From an optimization exercise on the open Yosys and OpenROAD flow, aimed at small area and few clock cycles; shortcuts taken in it are not production practice. Function was checked by simulation only, so behaviour that the tests miss may differ from the original. Power is estimated from default activity; no workload was simulated.

**flow/design.v**
```verilog
`timescale 1ns / 1ps
module sorted_timed_command_queue_unit (
  input  logic         clk,
  input  logic         rst_n,
  input  logic         in_tvalid,
  output logic         in_tready,
  input  logic [119:0] in_tdata,
  input  logic [1:0]   in_tuser,
  output logic         out_tvalid,
  input  logic         out_tready,
  output logic [63:0]  out_tdata,
  output logic [1:0]   out_tuser
);
  localparam int N = 16;
  logic [31:0] in_now, in_delay, in_pay;
  logic [7:0]  in_cmd, in_sub;
  logic [3:0]  in_slot;
  assign in_now   = in_tdata[31:0];
  assign in_delay = in_tdata[63:32];
  assign in_cmd   = in_tdata[71:64];
  assign in_sub   = in_tdata[79:72];
  assign in_pay   = in_tdata[111:80];
  assign in_slot  = in_tdata[115:112];
  logic is_add, is_rem, is_poll;
  assign is_add  = (in_tuser == 2'd0);
  assign is_rem  = (in_tuser == 2'd1);
  assign is_poll = (in_tuser == 2'd2);
  logic [31:0]  due_q  [N];
  logic [7:0]   cmd_q  [N];
  logic [7:0]   sub_q  [N];
  logic [31:0]  pay_q  [N];
  logic [N-1:0] valid_q;
  logic [3:0]   perm_q [N];
  logic [4:0]   count_q;
  logic         out_tvalid_q;
  logic [1:0]   status_q;
  logic [3:0]   slot_q;
  logic [N-1:0] pop_q;
  logic in_fire;
  assign in_tready = !out_tvalid_q || out_tready;
  assign in_fire   = in_tvalid && in_tready;
  logic [32:0] sum;
  logic        sat;
  assign sum = {1'b0, in_now} + {1'b0, in_delay | {32{is_poll}}};
  assign sat = sum[32] && !is_poll;
  function automatic logic gt32(input logic [31:0] a, input logic [31:0] b);
    logic c;
    c = 1'b0;
    for (int i = 0; i < 32; i++) c = (a[i] & ~b[i]) | (a[i] & c) | (~b[i] & c);
    gt32 = c;
  endfunction
  logic [N-1:0] le;
  always_comb begin
    for (int j = 0; j < N; j++) le[j] = sat || !gt32(due_q[j], sum[31:0]);
  end
  logic [N-1:0] held, thr;
  logic [3:0]   pos;
  always_comb begin
    for (int r = 0; r < N; r++) begin
      held[r] = (5'(r) < count_q);
      thr[r]  = held[r] && le[perm_q[r]];
    end
    pos[3] = thr[7];
    pos[2] = (thr[3] && !thr[7]) || thr[11];
    pos[1] = (thr[1] && !thr[3]) || (thr[5] && !thr[7]) || (thr[9] && !thr[11]) || thr[13];
    pos[0] = 1'b0;
    for (int r = 0; r < N; r += 2) begin
      pos[0] = pos[0] || (thr[r] && ((r == N - 2) || !thr[r + 1]));
    end
  end
  logic [N-1:0] free_oh;
  logic [3:0]   free_idx;
  always_comb begin
    logic seen;
    seen     = 1'b0;
    free_idx = '0;
    for (int j = 0; j < N; j++) begin
      free_oh[j] = !valid_q[j] && !seen;
      if (free_oh[j]) free_idx = 4'(j);
      seen       = seen || !valid_q[j];
    end
  end
  logic [3:0]   drank;
  logic [3:0]   dslot;
  logic [N-1:0] dslot_oh, head_oh;
  assign drank = is_poll ? 4'd0 : in_slot;
  assign dslot = perm_q[drank];
  always_comb begin
    for (int j = 0; j < N; j++) begin
      dslot_oh[j] = (dslot == 4'(j));
      head_oh[j]  = (perm_q[0] == 4'(j));
    end
  end
  logic full, head_due, slot_ok, add_ok, del_ok, pop;
  assign full     = (count_q == 5'd16);
  assign head_due = sum[32] && thr[0];
  assign slot_ok  = ({1'b0, in_slot} < count_q);
  assign add_ok   = in_fire && is_add && !full;
  assign pop      = is_poll && head_due;
  assign del_ok   = in_fire && ((is_rem && slot_ok) || pop);
  always_ff @(posedge clk) begin
    for (int j = 0; j < N; j++) begin
      if (add_ok && free_oh[j]) begin
        due_q[j] <= sum[31:0] | {32{sat}};
        cmd_q[j] <= in_cmd;
        sub_q[j] <= in_sub;
        pay_q[j] <= in_pay;
      end
    end
  end
  always_ff @(posedge clk) begin
    for (int r = 0; r < N; r++) begin
      if (add_ok) begin
        if (!thr[r]) begin
          if (r == 0 || thr[(r + N - 1) % N]) perm_q[r] <= free_idx;
          else                                perm_q[r] <= perm_q[(r + N - 1) % N];
        end
      end else if (del_ok) begin
        if (4'(r) >= drank)   perm_q[r] <= perm_q[(r + 1) % N];
      end
    end
  end
  always_ff @(posedge clk) begin
    if (!rst_n) begin
      valid_q      <= '0;
      count_q      <= '0;
      out_tvalid_q <= 1'b0;
    end else begin
      if (add_ok) begin
        valid_q <= valid_q | free_oh;
        count_q <= count_q + 5'd1;
      end else if (del_ok) begin
        valid_q <= valid_q & ~dslot_oh;
        count_q <= count_q - 5'd1;
      end
      out_tvalid_q <= in_fire || (out_tvalid_q && !out_tready);
    end
  end
  always_ff @(posedge clk) begin
    if (in_fire) begin
      if (is_add)       status_q <= full ? 2'd1 : 2'd0;
      else if (is_rem)  status_q <= slot_ok ? 2'd0 : 2'd2;
      else if (is_poll) status_q <= head_due ? 2'd0 : 2'd3;
      else              status_q <= 2'd3;
      slot_q <= (is_add && !full) ? pos : 4'd0;
      pop_q  <= pop ? head_oh : '0;
    end
  end
  logic [7:0]  ocmd, osub;
  logic [31:0] opay;
  always_comb begin
    ocmd = '0;
    osub = '0;
    opay = '0;
    for (int j = 0; j < N; j++) begin
      ocmd = ocmd | (cmd_q[j] & {8{pop_q[j]}});
      osub = osub | (sub_q[j] & {8{pop_q[j]}});
      opay = opay | (pay_q[j] & {32{pop_q[j]}});
    end
  end
  assign out_tvalid = out_tvalid_q;
  assign out_tuser  = status_q;
  assign out_tdata  = {7'd0, count_q, opay, osub, ocmd, slot_q};
endmodule
```
**flow/run.sh**
```bash
#!/bin/bash
# synth_recipe.tcl (not shown) runs the flow's synth.tcl, then flattens the netlist and writes it again
# the make line also repeats each setting of config.mk as NAME=value (left out here)
make -C /OpenROAD-flow-scripts/flow DESIGN_CONFIG=/design/flow/config.mk WORK_HOME=/design/flow/orfs CLKGATE_MAP_FILE= SYNTH_SCRIPT=/design/flow/synth_recipe.tcl finish
```
**flow/config.mk**
```make
export PLATFORM = sky130hd
export DESIGN_NAME = sorted_timed_command_queue_unit
export DESIGN_NICKNAME = sorted_timed_command_queue_unit
export VERILOG_FILES = /design/flow/design.v
export SDC_FILE = /design/flow/constraint.sdc
export NUM_CORES = 4
export LEC_CHECK = 0
export CAP_MARGIN = 0
export CORE_MARGIN = 2
export CORE_UTILIZATION = 40
export CTS_CLUSTER_DIAMETER = 80
export CTS_CLUSTER_SIZE = 30
export SLEW_MARGIN = 0
```
**flow/constraint.sdc**
```tcl
create_clock -name core_clock -period 8.0 [get_ports {clk}]
set_input_delay 1.6000 -clock core_clock [delete_from_list [all_inputs] [get_ports {clk}]]
set_output_delay 1.6000 -clock core_clock [all_outputs]
set_load 0.01 [all_outputs]
```
==> results of run 1 <==
[cell type report]
type / count / area (um2)
fillers: 13800 / 83900
flip-flops and latches: 1388 / 41500
multi-input cells: 2907 / 20800
repair buffers: 835 / 7120
well taps: 2072 / 2590
clock buffers: 73 / 1700
clock inverters: 30 / 387
inverters: 94 / 353
diodes: 4 / 10.0
[critical path, stage by stage]
cell             delay [ns]
clkdlybuf4s50_1        0.41
nand2b_2               0.21
buf_12                 0.16
nand2b_1               0.09
ha_1                   0.16
inv_1                  0.06
fa_1                   0.50
buf_4                  0.19
maj3_1                 0.35
maj3_1                 0.37
maj3_1                 0.39
maj3_1                 0.38
maj3_1                 0.39
o2111ai_1              0.12
o311a_1                0.28
o31a_1                 0.15
buf_4                  0.15
o32ai_1                0.09
buf_4                  0.14
buf_4                  0.15
nor2_4                 0.29
inv_1                  0.17
mux4_2                 0.54
a31oi_4                0.27
o21ai_4                0.15
a22oi_1                0.27
a31oi_1                0.15
[flip-flops by register name, summed over array words and instances, names as in the netlist, 4 cells and up]
register	count
pop_q	16
pay_q	512
sub_q	128
perm_q	64
due_q	512
slot_q	4
count_q	5
valid_q	16
cmd_q	128
[kinds of logic after synthesis]
logic type,count (synthesis),share of synthesized area [%]
simple gates,1107,8.83
compound gates,1579,19.1
buf+inv,420,3.03
fa+ha+maj,105,1.83
xor+xnor,21,0.359
other cells,1,0.00588
flops,1388,65.0
mux,88,1.85
[through the flow]
step / total power [mW] / area, um2
finish: 16.2 / 74400
global route: 16.8 / 74400
CTS: 16.2 / 74300
detailed placement: 12.1 / 72200
global placement: 12.1 / 72200
floorplan: 10.4 / 63900
[power groups by stage]
| stage | clock [mW] | sequential, mW | combinational (mW) |
|---|---|---|---|
| 2_1_floorplan | 0 | 8.38 | 2.02 |
| 3_3_place_gp | 0 | 8.43 | 3.66 |
| 3_5_place_dp | 0 | 8.43 | 3.69 |
| 4_1_cts | 4.18 | 8.26 | 3.71 |
| 5_1_grt | 4.41 | 8.28 | 4.07 |
| 6_report | 4.11 | 8.27 | 3.78 |
[cells in the final DEF, fill, tap and decap left out, types with 37 or more instances in the layout]
cell and n:
edfxtp_1 1366, buf_4 621, nand2_1 300, nor2_1 236
a22o_1 213, a221oi_1 211, clkdlybuf4s50_1 182, a21oi_1 172
o21ai_0 172, inv_1 91, nor3_1 80, nand4_1 78
nand3_1 70, clkbuf_16 67, o22ai_1 65, maj3_1 59
nand2b_1 56, o211ai_1 56, mux2i_1 55, a211oi_1 51
a22oi_1 51, a222oi_1 45, o21ai_1 43, o21a_1 40
ha_1 38, a31oi_1 37
[what timing repair did]
action / CTS / global route
setup buffers: 0 / 4
setup endpoints to repair: 0 / 120
resized for setup: 0 / 26
[metal layers]
| metal | share of wire [%] | GRT usage [%] | wire [um] |
|---|---|---|---|
| met1 | 42 | 33.0 | 84200 |
| met2 | 48 | 39.2 | 94700 |
| met4 | 2.3 | 6.30 | 4580 |
| met3 | 7.4 | 3.34 | 14700 |
| met5 | 0.051 | 0 | 101 |
[how the worst max path moves through the flow]
stage	startpoint	end
floorplan	out_tready	cmd_q[11][0]
global route	in_tuser[0]	slot_q[1]
global placement	in_tuser[0]	slot_q[1]
finish	in_tuser[0]	slot_q[0]
CTS	in_tuser[0]	slot_q[1]
detailed placement	in_tuser[0]	slot_q[1]
==> flow_metrics.tcl, run 1 <==
set metrics [dict create \
    avgSynthCellArea_um2 13.6 \
    p_leak_nw 25.0 \
    via_per_inst 6.19 \
    path_max_fanout 7 \
    async_flop_share_pct 0 \
    yosysUniqueCellTypes 142 \
    fin_crit_ns 7.81 \
    ys_warn_count 6 \
    synth_area_leaders "edfxtp_1 64%, a22o_1 2.9%, a221oi_1 2.9%" \
    drtAntennaViolNets 0 \
    syn_to_final_growth_pct 16.6 \
    max_freq_mhz 128 \
    status "finished clean" \
    setup_tns_ns 0 \
    finalCritPeriodShare_pct 97.6 \
    whs_ns 0.533 \
    yosysTopAreaCell "edfxtp_1" \
    power_frac_comb_pct 23.4 \
    clock_latency_ns 0.72 \
    switchingPower_mw 4.70 \
    dp.cells 7292 \
    power_frac_clock_pct 25.4 \
    drc 0 \
    r2r-start "due_q[14][0]" \
    grt_overflow_total 0 \
    fp-row-count 146 \
    cts_made_buffers 66 \
    post-route-util_pct 47.0 \
    required_ns 8.43 \
    fin_ws_ns 0.193 \
    place_ws_ns -0.659 \
    wl_per_cell_um 26.8 \
    arrival_ns 8.23 \
    die_h_um 403 \
    dp_hpwl_mm 123 \
    cts.clk_slew.worst_paths_ns 0.10 \
    clock_path_buffers 3 \
    min_path_cells 2 \
    ys_seq_area_share_pct 65.0 \
    slew_headroom_pct 19.3 \
    setup_viol 0 \
    layout.nets 5457 \
    cts-root-buf "clkbuf_16" \
    cts.sinks 1388 \
    die_x_um 403 \
    synth_seq_cells 1388 \
    gp_congestion 0.939 \
    synth_edf_count 1366 \
    worstHoldEndpoint "out_tvalid_q" \
    rrSetupSlack_ns 2.42 \
    io_buffers 182 \
    cts_htree_levels 3 \
    powerDensity_nw_per_um2 217 \
    r2r.worst_path.cells 20 \
    drt_wl_total_mm 198 \
    finalHoldViolations 0 \
    grt_usage_pct 23.8 \
    max_cap_violations 0 \
    hold_class "flop to flop" \
    grt_pass1_vias 44200 \
    synth_cells 4709 \
    final_cells 7403 \
    synth_top_area_share_pct 64.3 \
    antenna_found_initial 15 \
    synthMostInstantiatedCell "edfxtp_1" \
    fp.coreArea_um2 158000 \
    drt_iter0_markers 5351 \
    drive_gt1_share_pct 18.2 \
    critPathCaptureType "flop" \
    cts_tree "built" \
    io_pins 194 \
    cp-start-kind "input port" \
    initial_core_util_pct 40.3 \
    cts-hold-fix-buffers 0 \
    synthFlopType "edfxtp_1" \
    switching_share_pct 29.1 \
    via_count 45800 \
    first_pass_iters 7 \
    crit_type "input port to flop" \
    skew_ns 0.0584 \
    grt_pass1_wl_mm 291 \
    p_int_mw 11.5 \
    ir_drop_mv 0.165 \
    ys_top_cells_by_count "1,366 x edfxtp_1, 301 x nand2_1, 246 x nor2_1" \
    hold_start "out_tvalid_q" \
    reg2reg_to "slot_q[0]" \
    tightest_slew_ns 1.21 \
    netlist_area_um2 63800 \
    grt_max_degree 81 \
    design.die.area_um2 163000 \
    seq_power_share_pct 51.2 \
    finalMaxSlewViolations 0 \
]
Testbench counts, summed over its fixed seeds: cycles 12,008.
==> inputs of run 2 (changes only) <==
--- a/flow/config.mk
+++ b/flow/config.mk
@@ -5,9 +5,10 @@
 export SDC_FILE = /design/flow/constraint.sdc
 export NUM_CORES = 4
 export LEC_CHECK = 0
-export CAP_MARGIN = 0
+export CAP_MARGIN = 20
 export CORE_MARGIN = 2
 export CORE_UTILIZATION = 40
 export CTS_CLUSTER_DIAMETER = 80
 export CTS_CLUSTER_SIZE = 30
-export SLEW_MARGIN = 0
+export GPL_TIMING_DRIVEN = 0
+export SLEW_MARGIN = 20
==> run 2 against run 1 <==
Still clean. Hold slack better by 0.0068 ns. Worst setup slack got worse by 0.015 ns. Sequential cell count did not move. Combinational power fell by 4%. Largest cell class unchanged. Largest power group unchanged. Highest routed layer unchanged.
==> flow_metrics.tcl, run 2 <==
set metrics [dict create \
    status "finished clean" \
    wl_per_cell_um 30.5 \
    first_pass_iters 7 \
    skew_ns 0.0508 \
    cts.sinks 1388 \
    grt_pass1_vias 44600 \
    arrival_ns 8.26 \
    cts_htree_levels 3 \
    drc 0 \
    layout.nets 5278 \
    fin_crit_ns 7.82 \
    async_flop_share_pct 0 \
    clock_latency_ns 0.72 \
    grt_pass1_wl_mm 313 \
    cts_tree "built" \
    synth_top_area_share_pct 64.3 \
    hold_class "flop to flop" \
    initial_core_util_pct 40.3 \
    critPathMaxStageDelay_ns 0.49 \
    critPathCaptureType "flop" \
    ys_top_cells_by_count "1,366 x edfxtp_1, 301 x nand2_1, 246 x nor2_1" \
    syn_to_final_growth_pct 15.6 \
    via_per_inst 6.47 \
    clock_path_buffers 3 \
    tightest_slew_ns 1.27 \
    setup_viol 0 \
    ir_drop_mv 0.163 \
    cp_top_family "compound AO/OA/AOI/OAI gates" \
    finalPower_mw 16.2 \
    finalHoldViolations 0 \
    final_cell_mix "1,366 x edfxtp_1, 301 x nand2_1, 235 x nor2_1" \
    p_leak_nw 23.9 \
    required_ns 8.44 \
    yosysTopAreaCell "edfxtp_1" \
    netlist_area_um2 63800 \
    ys_warn_count 6 \
    cp_slowest_cell "a2111o_1" \
    drive_gt1_share_pct 14.0 \
    grt_usage_pct 26.3 \
    drtAntennaViolNets 0 \
    avgSynthCellArea_um2 13.6 \
    reg.largest.list "due_q x512, pay_q x512" \
    max_freq_mhz 128 \
    drt_wl_total_mm 221 \
    die_h_um 403 \
    gp_congestion 0.959 \
    slew_headroom_pct 15.5 \
    finalMaxSlewViolations 0 \
    dp_hpwl_mm 156 \
    design.die.area_um2 163000 \
    rsz0062_at_grt "true" \
    ys_seq_area_share_pct 65.0 \
    cts-root-buf "clkbuf_16" \
    cp-start-kind "input port" \
    cts.clk_slew.worst_paths_ns 0.09 \
    yosysUniqueCellTypes 142 \
    synth_seq_cells 1388 \
    post-route-util_pct 46.6 \
    synthFlopType "edfxtp_1" \
    io_pins 194 \
    powerDensity_nw_per_um2 219 \
    synth_edf_count 1366 \
    path_buf_inv 11 \
    drt_iter0_markers 6647 \
    final_common_cell "edfxtp_1" \
    synth_cells 4709 \
    synthMostInstantiatedCell "edfxtp_1" \
    max_cap_violations 0 \
    synth_area_leaders "edfxtp_1 64%, a22o_1 2.9%, a221oi_1 2.9%" \
    path_max_fanout 10 \
    io_buffers 182 \
    fp-row-count 146 \
    cpMostUsedCell "buf_4" \
    cts_made_buffers 70 \
    cts-hold-fix-buffers 0 \
    fp.coreArea_um2 158000 \
    via_count 46800 \
    finalCritPeriodShare_pct 97.8 \
    grt_overflow_total 0 \
    antenna_found_initial 17 \
    crit_type "input port to flop" \
    grt_max_degree 35 \
    die_x_um 403 \
]
[run 2: cell counts after synthesis]
No cell type changed its count.
[run 2: cells by family (layout without fill, tap and decap cells)]
group,count (synthesis),count (layout),share of synthesized area (%)
AOI/OAI and AO/OA,1579,1579,19.1
DFF,1388,1388,65.0
and+or+nand+nor,1107,1107,8.83
buffers and inverters,420,863,3.03
adders and majority gates,105,105,1.83
muxes,88,88,1.85
xor gates and xnor gates,21,21,0.359
other,1,12,0.00588
[run 2: per-layer routing]
| layer | vias to the layer above | wire (um) | global-route usage [%] |
|---|---|---|---|
| met4 | 28 | 7520 | 8.71 |
| li1 | 20100 | - | - |
| met3 | 394 | 22000 | 5.13 |
| met5 | - | 209 | 0 |
| met1 | 23700 | 88500 | 36.0 |
| met2 | 2578 | 102000 | 42.2 |
[run 2: what timing repair did]
item / 4_1_cts / 5_1_grt
setup endpoints to repair: 663 / 157
gates resized for setup: 166 / 45
pin swaps: 34 / 12
gates cloned: 0 / 1
setup buffers: 39 / 9
[run 2: final timing paths]
kind,depth (start not counted),endpoint,start,slack [ns]
setup / recovery,30,slot_q[0],in_tuser[0],0.18
hold / removal,2,out_tvalid_q,out_tvalid_q,0.54
setup reg to reg,17,slot_q[1],due_q[7][0],2.33
hold reg to reg,2,out_tvalid_q,out_tvalid_q,0.54
[run 2: power by group]
part	internal [mW]	switching, mW	total, mW
clock	1.80	2.52	4.32
combinational	1.18	2.44	3.62
sequential	8.19	0.0398	8.23
total	11.2	5.00	16.2
[run 2: cell type report]
class	count	area (um2)
diodes	5	12.5
plain buffers	320	1700
clock buffers	73	1780
clock inverters	44	504
fillers	13900	84600
inverters	94	357
multi-input cells	2907	21400
flip-flops and latches	1388	41500
well taps	2072	2590
repair buffers	332	3970
[run 2: worst min-delay path, delay by kind of cell (launching register included)]
kind | cells | cell delay, ns
AO/OA/AOI/OAI | 1 | 0.07
flip-flops | 1 | 0.32
AND/OR/NAND/NOR | 1 | 0.11
[run 2: metrics by stage]
stage	cell area [um2]	hold WS (ns)	std cells	setup TNS (ns)	setup slack, ns
floorplan	63900	0.523	4715	-159.77	-0.996
global placement	68300	0.515	6969	-7388.06	-8.58
detailed placement	70200	0.526	7070	-1193.03	-3.30
CTS	73500	0.540	7222	0	0.0672
global route	73800	0.598	7232	-0.191	-0.0297
finish	73800	0.540	7235	0	0.177
==> inputs of run 3 (changes only) <==
--- a/flow/config.mk
+++ b/flow/config.mk
@@ -8,7 +8,4 @@
 export CAP_MARGIN = 20
 export CORE_MARGIN = 2
 export CORE_UTILIZATION = 40
-export CTS_CLUSTER_DIAMETER = 80
-export CTS_CLUSTER_SIZE = 30
-export GPL_TIMING_DRIVEN = 0
 export SLEW_MARGIN = 20
==> run 3 against run 2 <==
Highest routed layer unchanged. Register-to-register slack improved by 0.10 ns. Critical endpoint unchanged. Synthesized cell count did not move. Hold slack worse by 0.017 ns. Area after synthesis stayed put.
==> flow_metrics.tcl, run 3 <==
set metrics [dict create \
    grt_pass1_vias 45100 \
    yosysUniqueCellTypes 142 \
    setup_tns_ns 0 \
    switchingPower_mw 5.15 \
    r2r.worst_path.cells 20 \
    finalMaxSlewViolations 0 \
    hold_start "out_tvalid_q" \
    initial_core_util_pct 40.3 \
    antenna_found_initial 12 \
    p_int_mw 13.5 \
    design.die.area_um2 163000 \
    dp.cells 7292 \
    dp_hpwl_mm 123 \
    fin_crit_ns 7.74 \
    path_max_fanout 7 \
    powerDensity_nw_per_um2 242 \
    avgSynthCellArea_um2 13.6 \
    synth_area_leaders "edfxtp_1 64%, a22o_1 2.9%, a221oi_1 2.9%" \
    critPathMaxStageDelay_ns 0.52 \
    synth_seq_cells 1388 \
    rrSetupSlack_ns 2.43 \
    ir_drop_mv 0.218 \
    via_per_inst 6.14 \
    synthFlopType "edfxtp_1" \
    grt_usage_pct 24.1 \
    cpMostUsedCell "maj3_1" \
    rsz0062_at_grt "false" \
    final_cells 7552 \
    cts.clk_slew.worst_paths_ns 0.05 \
    crit_type "input port to flop" \
    cts-hold-fix-buffers 0 \
    drt_wl_total_mm 200 \
    reg2reg_to "slot_q[0]" \
    arrival_ns 8.25 \
    seq_power_share_pct 44.5 \
    r2r-start "due_q[14][0]" \
    fp-row-count 146 \
    cp-startpoint "in_tuser[0]" \
    p_leak_nw 26.1 \
    synth_top_area_share_pct 64.3 \
    fin_ws_ns 0.263 \
    synth_edf_count 1366 \
    power_frac_clock_pct 35.3 \
    fillers 13600 \
    grt_overflow_total 0 \
    io_pins 194 \
    yosysTopAreaCell "edfxtp_1" \
    finalHoldViolations 0 \
    synth_cells 4709 \
    clock_path_buffers 3 \
    cts_htree_levels 4 \
    drc 0 \
    grt_max_degree 81 \
    fp.coreArea_um2 158000 \
    power_frac_comb_pct 20.2 \
    ys_top_cells_by_count "1,366 x edfxtp_1, 301 x nand2_1, 246 x nor2_1" \
    skew_ns 0.0329 \
    hold_class "flop to flop" \
    final_common_cell "edfxtp_1" \
    setup_viol 0 \
    cts.sinks 1388 \
    die_x_um 403 \
    drtAntennaViolNets 0 \
    first_pass_iters 12 \
    max_freq_mhz 129 \
    switching_share_pct 27.7 \
    netlist_area_um2 63800 \
    required_ns 8.51 \
    cts_tree "built" \
    grt_pass1_wl_mm 294 \
    status "finished clean" \
    ys_warn_count 6 \
    slew_headroom_pct 24.4 \
    cts_made_buffers 143 \
    wl_per_cell_um 26.5 \
    cp-start-kind "input port" \
    gp_congestion 0.939 \
    reg.largest.list "due_q x512, pay_q x512" \
    finalCritPeriodShare_pct 96.7 \
    min_path_cells 2 \
    clock_latency_ns 0.79 \
    via_count 46400 \
    cts-root-buf "clkbuf_16" \
    worstHoldEndpoint "out_tvalid_q" \
    cp_slowest_cell "mux4_2" \
    die_h_um 403 \
    tightest_slew_ns 1.13 \
    ys_seq_area_share_pct 65.0 \
    io_buffers 182 \
    max_cap_violations 0 \
    layout.nets 5532 \
    place_ws_ns -0.664 \
    syn_to_final_growth_pct 20.4 \
    drt_iter0_markers 5243 \
    critPathCaptureType "flop" \
    final_cell_mix "1,366 x edfxtp_1, 619 x buf_4, 300 x nand2_1" \
    async_flop_share_pct 0 \
    synthMostInstantiatedCell "edfxtp_1" \
    drive_gt1_share_pct 19.3 \
]
run 3: cells by family (layout without fill, tap and decap cells):
group,count (synthesis),after routing,share of synthesized area [%]
adders and majority gates,105,105,1.83
DFF,1388,1388,65.0
muxes,88,88,1.85
xor gates and xnor gates,21,21,0.359
and+or+nand+nor,1107,1107,8.83
other,1,9,0.00588
buffers and inverters,420,1183,3.03
AOI/OAI and AO/OA,1579,1579,19.1
run 3: cell type report:
class | instances | area, um2 | share of cell area, %
multi-input cells | 2907 | 20700 | 27.0
well taps | 2072 | 2590 | 3.37
flip-flops and latches | 1388 | 41500 | 54.0
repair buffers | 833 | 7110 | 9.25
diodes | 2 | 5.00 | 0.00651
clock inverters | 75 | 823 | 1.07
clock buffers | 181 | 3760 | 4.90
inverters | 94 | 353 | 0.459
run 3: what timing repair did:
item | CTS | global route
setup endpoints to repair | 0 | 61
gates resized for setup | 0 | 10
setup buffers | 0 | 2
run 3: worst max-delay path by stage:
stage	cells past startpoint	endpoint	slack, ns
finish	27	slot_q[0]	0.26
CTS	28	slot_q[1]	0.12
global placement	28	slot_q[1]	-0.70
global route	31	slot_q[1]	0.008
floorplan	7	cmd_q[11][0]	-1.0
detailed placement	28	slot_q[1]	-0.66
run 3: stage by stage:
stage / util [%] / instance area, um2 / power, mW / hold WS [ns]
2_1_floorplan: - / 63900 / 10.4 / 0.523
3_3_place_gp: 45.6 / 72200 / 12.1 / 0.510
3_5_place_dp: 45.6 / 72200 / 12.1 / 0.520
4_1_cts: 48.5 / 76800 / 18.7 / 0.528
5_1_grt: 48.5 / 76800 / 19.3 / 0.582
6_report: 48.5 / 76800 / 18.6 / 0.523
run 3: worst max-delay path: cells and delay by family:
kind            cells  cell delay [ns]
buf+inv             8             1.51
compound gates      8             1.52
mux                 1             0.52
simple gates        3             0.50
fa+ha+maj           7             2.53
run 3: layer usage:
layer | up-vias | GRT usage (%) | part of all wire, %
met4 | 12 | 7.42 | 2.8
met3 | 352 | 3.64 | 7.5
li1 | 20600 | - | -
met2 | 1907 | 39.1 | 47
met1 | 23500 | 33.3 | 42
met5 | - | 0 | 0.043
run 3: power by group through the flow:
stage / registers, mW / logic (mW) / clock network (mW)
floorplan: 8.38 / 2.02 / 0
global placement: 8.43 / 3.66 / 0
detailed placement: 8.43 / 3.69 / 0
CTS: 8.28 / 3.71 / 6.67
global route: 8.28 / 4.05 / 6.93
finish: 8.28 / 3.77 / 6.58
==> inputs of run 4 (changes only) <==
==> flow/flow/run.sh (new file) <==
#!/bin/bash
set -e
ls -la > workdir_listing.log
cp standard.sh standard_copy.log
export BUFFER_PORTS_ARGS="-buffer_cell sky130_fd_sc_hd__buf_2"
bash standard.sh > standard.log 2>&1
==> flow/standard.sh (new file) <==
#!/bin/bash
# synth_recipe.tcl (not shown) runs the flow's synth.tcl, then flattens the netlist and writes it again
# the make line also repeats each setting of config.mk as NAME=value (left out here)
make -C /OpenROAD-flow-scripts/flow DESIGN_CONFIG=/design/flow/config.mk WORK_HOME=/design/flow/orfs CLKGATE_MAP_FILE= SYNTH_SCRIPT=/design/flow/synth_recipe.tcl "${@:-finish}"
--- a/flow/config.mk
+++ b/flow/config.mk
@@ -8,4 +8,6 @@
 export CAP_MARGIN = 20
 export CORE_MARGIN = 2
 export CORE_UTILIZATION = 40
+export CTS_CLUSTER_DIAMETER = 80
+export CTS_CLUSTER_SIZE = 30
 export SLEW_MARGIN = 20
removed: flow/run.sh
==> run 4 against run 3 <==
Largest cell class unchanged. Sequential power barely moved. Sequential cell count did not move. Area after synthesis did not move. Critical endpoint is now perm_q[15][0]. Synthesized cell count did not move. Sequential share of layout area rose by 2.7 points. Still clean. Cell area fell by 4.7%. Clock skew rose by 0.0082 ns. Routed wire length fell by 1.5%. Utilization fell by 2.3 points.
==> flow_metrics.tcl, run 4 <==
set metrics [dict create \
    status "finished clean" \
    dp.cells 7232 \
    clock_latency_ns 0.71 \
    synthSimpleGateAreaFrac_pct 8.83 \
    synthMostInstantiatedCell "edfxtp_1" \
    async_flop_share_pct 0 \
    arrival_ns 8.12 \
    yosysUniqueCellTypes 142 \
    synth_seq_cells 1388 \
    slew_headroom_pct 26.3 \
    drive_gt1_share_pct 20.5 \
    finalCritPeriodShare_pct 96.4 \
    design.die.area_um2 163000 \
    fp-row-count 146 \
    first_pass_iters 7 \
    grt_max_degree 91 \
    drt_wl_total_mm 197 \
    path_max_fanout 19 \
    cpMostUsedCell "buf_4" \
    multi_input_area_um2 20700 \
    grt_pass1_wl_mm 288 \
    antenna_found_initial 17 \
    netlist_area_um2 63800 \
    fin_ws_ns 0.291 \
    crit_type "input port to flop" \
    skew_ns 0.0410 \
    io_pins 194 \
    r2r.worst_path.cells 19 \
    tightest_slew_ns 1.10 \
    layout.nets 5396 \
    reg.largest.list "due_q x512, pay_q x512" \
    fillers 14000 \
    seq_power_share_pct 50.5 \
    synth_edf_count 1366 \
    grt_pass1_vias 43900 \
    place_ws_ns -0.510 \
    cts-hold-fix-buffers 0 \
    rrSetupSlack_ns 2.17 \
    final_common_cell "edfxtp_1" \
    cts.sinks 1388 \
    io_buffers 182 \
    cp-start-kind "input port" \
    cp_top_family "compound AO/OA/AOI/OAI gates" \
    via_per_inst 6.21 \
    setup_tns_ns 0 \
    finalMaxSlewViolations 0 \
    synth_top_family_by_area "compound AO/OA/AOI/OAI gates" \
    whs_ns 0.530 \
    power_frac_clock_pct 27.0 \
    yosysTopAreaCell "edfxtp_1" \
    synth_top_area_share_pct 64.3 \
    p_int_mw 11.6 \
    ys_warn_count 6 \
    critPathCaptureType "flop" \
    switchingPower_mw 4.79 \
    final_cells 7353 \
    cts.clk_slew.worst_paths_ns 0.09 \
    grt_overflow_total 0 \
    yosys.area_share.xor_xnor_pct 0.359 \
    hold_class "flop to flop" \
    drc 0 \
    synthFlopType "edfxtp_1" \
    die_x_um 403 \
    ir_drop_mv 0.247 \
    via_count 45700 \
    cp-startpoint "in_tuser[0]" \
    syn_to_final_growth_pct 14.7 \
    grt_usage_pct 23.6 \
    p_leak_nw 24.7 \
    max_freq_mhz 130 \
    path_depth 27 \
    grtUsageMet2_pct 38.8 \
    path_buf_inv 6 \
    max_cap_violations 0 \
    met1_usage_pct 32.9 \
    dp_hpwl_mm 126 \
    synth_compound_area_share_pct 19.1 \
    synth_area_leaders "edfxtp_1 64%, a22o_1 2.9%, a221oi_1 2.9%" \
    required_ns 8.41 \
    reg2reg_to "perm_q[15][0]" \
    cts_tree "built" \
    register_area_um2 41500 \
    yosys.area_share.adder_pct 1.82 \
    ys_top_cells_by_count "1,366 x edfxtp_1, 301 x nand2_1, 246 x nor2_1" \
    powerDensity_nw_per_um2 224 \
    synth_mux_area_share_pct 1.85 \
    switching_share_pct 29.3 \
    setup_viol 0 \
    grt.busiest_layer "met2" \
    rsz0062_at_grt "false" \
    final_cell_mix "1,366 x edfxtp_1, 558 x buf_4, 300 x nand2_1" \
    drtAntennaViolNets 0 \
    clock_path_buffers 3 \
    initial_core_util_pct 40.3 \
    finalPower_mw 16.4 \
    r2r-start "due_q[15][0]" \
    cp_slowest_cell "a211oi_1" \
    critPathMaxStageDelay_ns 0.65 \
    synth_cells 4709 \
    avgSynthCellArea_um2 13.6 \
    crit_end "perm_q[15][0]" \
    die_h_um 403 \
    ys_seq_area_share_pct 65.0 \
    finalHoldViolations 0 \
    cts_htree_levels 3 \
    gp_congestion 0.933 \
    cts-root-buf "clkbuf_16" \
    power_frac_comb_pct 22.5 \
    cts_made_buffers 69 \
    wl_per_cell_um 26.8 \
    min_path_cells 2 \
    use_met3_pct 3.46 \
    drt_iter0_markers 5537 \
    fp.coreArea_um2 158000 \
    fin_crit_ns 7.71 \
]
-- run 4: changes by cell type in the layout (fill, tap and decap cells not counted), sizes merged --
cell	previous run	this run
buf	651	771
bufinv	11	6
clkbuf	181	73
clkdlybuf4s50	182	0
clkinv	57	20
clkinvlp	3	4
diode	2	5
inv	98	107
-- run 4: cell families after synthesis --
group                    Yosys count
AO/OA/AOI/OAI                   1579
XOR/XNOR                          21
adder cells (fa/ha/maj)          105
buffers and inverters            420
flip-flops                      1388
multiplexers                      88
other                              1
AND/OR/NAND/NOR                 1107
-- run 4: how the worst min path moves through the flow --
stage,startpoint,slack (ns),end
floorplan,valid_q[10],0.52,valid_q[10]
CTS,out_tvalid_q,0.53,out_tvalid_q
global placement,out_tvalid_q,0.50,out_tvalid_q
finish,out_tvalid_q,0.53,out_tvalid_q
global route,out_tvalid_q,0.57,out_tvalid_q
detailed placement,out_tvalid_q,0.52,out_tvalid_q
-- run 4: routing by layer --
metal  vias to the layer above  share of wire (%)  wire length, um
met5                         -              0.071              140
met4                        20                2.3             4560
met1                     23200                 42            83700
met3                       267                7.8            15400
li1                      20300                  -                -
met2                      1948                 47            93300
-- run 4: final cells by class --
cell class	instances	share of cell area, %
Sequential cell	1388	56.6
Multi-Input combinational cell	2907	28.3
Timing Repair Buffer	771	7.80
Tap cell	2072	3.54
Clock buffer	73	2.41
Clock inverter	43	0.895
Inverter	94	0.482
Antenna cell	5	0.0171
-- run 4: worst min-delay path: stages (launching register included) --
cell	delay, ns
dfxtp_1	0.32
nand2b_1	0.10
a21oi_1	0.07
-- run 4: metrics by stage --
| stage | utilization [%] | cell area, um2 |
|---|---|---|
| floorplan | - | 63900 |
| global placement | 44.7 | 70800 |
| detailed placement | 44.7 | 70800 |
| CTS | 46.2 | 73200 |
| global route | 46.2 | 73200 |
| finish | 46.2 | 73200 |
-- run 4: power by group through the flow --
stage | clock network (mW) | registers [mW] | logic (mW)
after floorplan | 0 | 8.38 | 2.02
after global placement | 0 | 8.43 | 3.59
after detailed placement | 0 | 8.43 | 3.62
after CTS | 4.49 | 8.27 | 3.64
after global routing | 4.73 | 8.28 | 3.96
final | 4.42 | 8.27 | 3.68
-- run 4: what timing repair did --
action                                  4_1_cts  5_1_grt
gates resized for setup                       0        2
buffers inserted                              0        0
endpoints found under the setup margin        0       30

==> port drivers added, routing unchanged <==
The results above use ideal ports. As a check the final layouts listed here were re-extracted and re-timed, cells and wires unchanged.
Step 1 assumes that a clkbuf_16 drives the clock port and a buf_2 every other input.
Step 2 times the ports against the registers' clock, not the clock port: input delays grow and output delays shrink by t, the midpoint of the rising clock arrivals with the driver on.
Slacks: ideal ports / drivers / drivers and shift; pairs: ideal ports / drivers.
run	shift t [ns]	setup slack, ns	pins driven straight from the clock port
run 1	0.763	0.193 / 0.234 / -0.529	1
run 2	0.787	0.177 / 0.225 / -0.562	1
run 3	0.855	0.263 / 0.311 / -0.545	1
run 4	0.772	0.291 / 0.349 / -0.423	1
Met with ideal ports but missed after step 2: setup timing in every run listed. The setup slack of run 3, which loses most, moves by +0.048 ns with the drivers and by -0.808 ns with both steps.
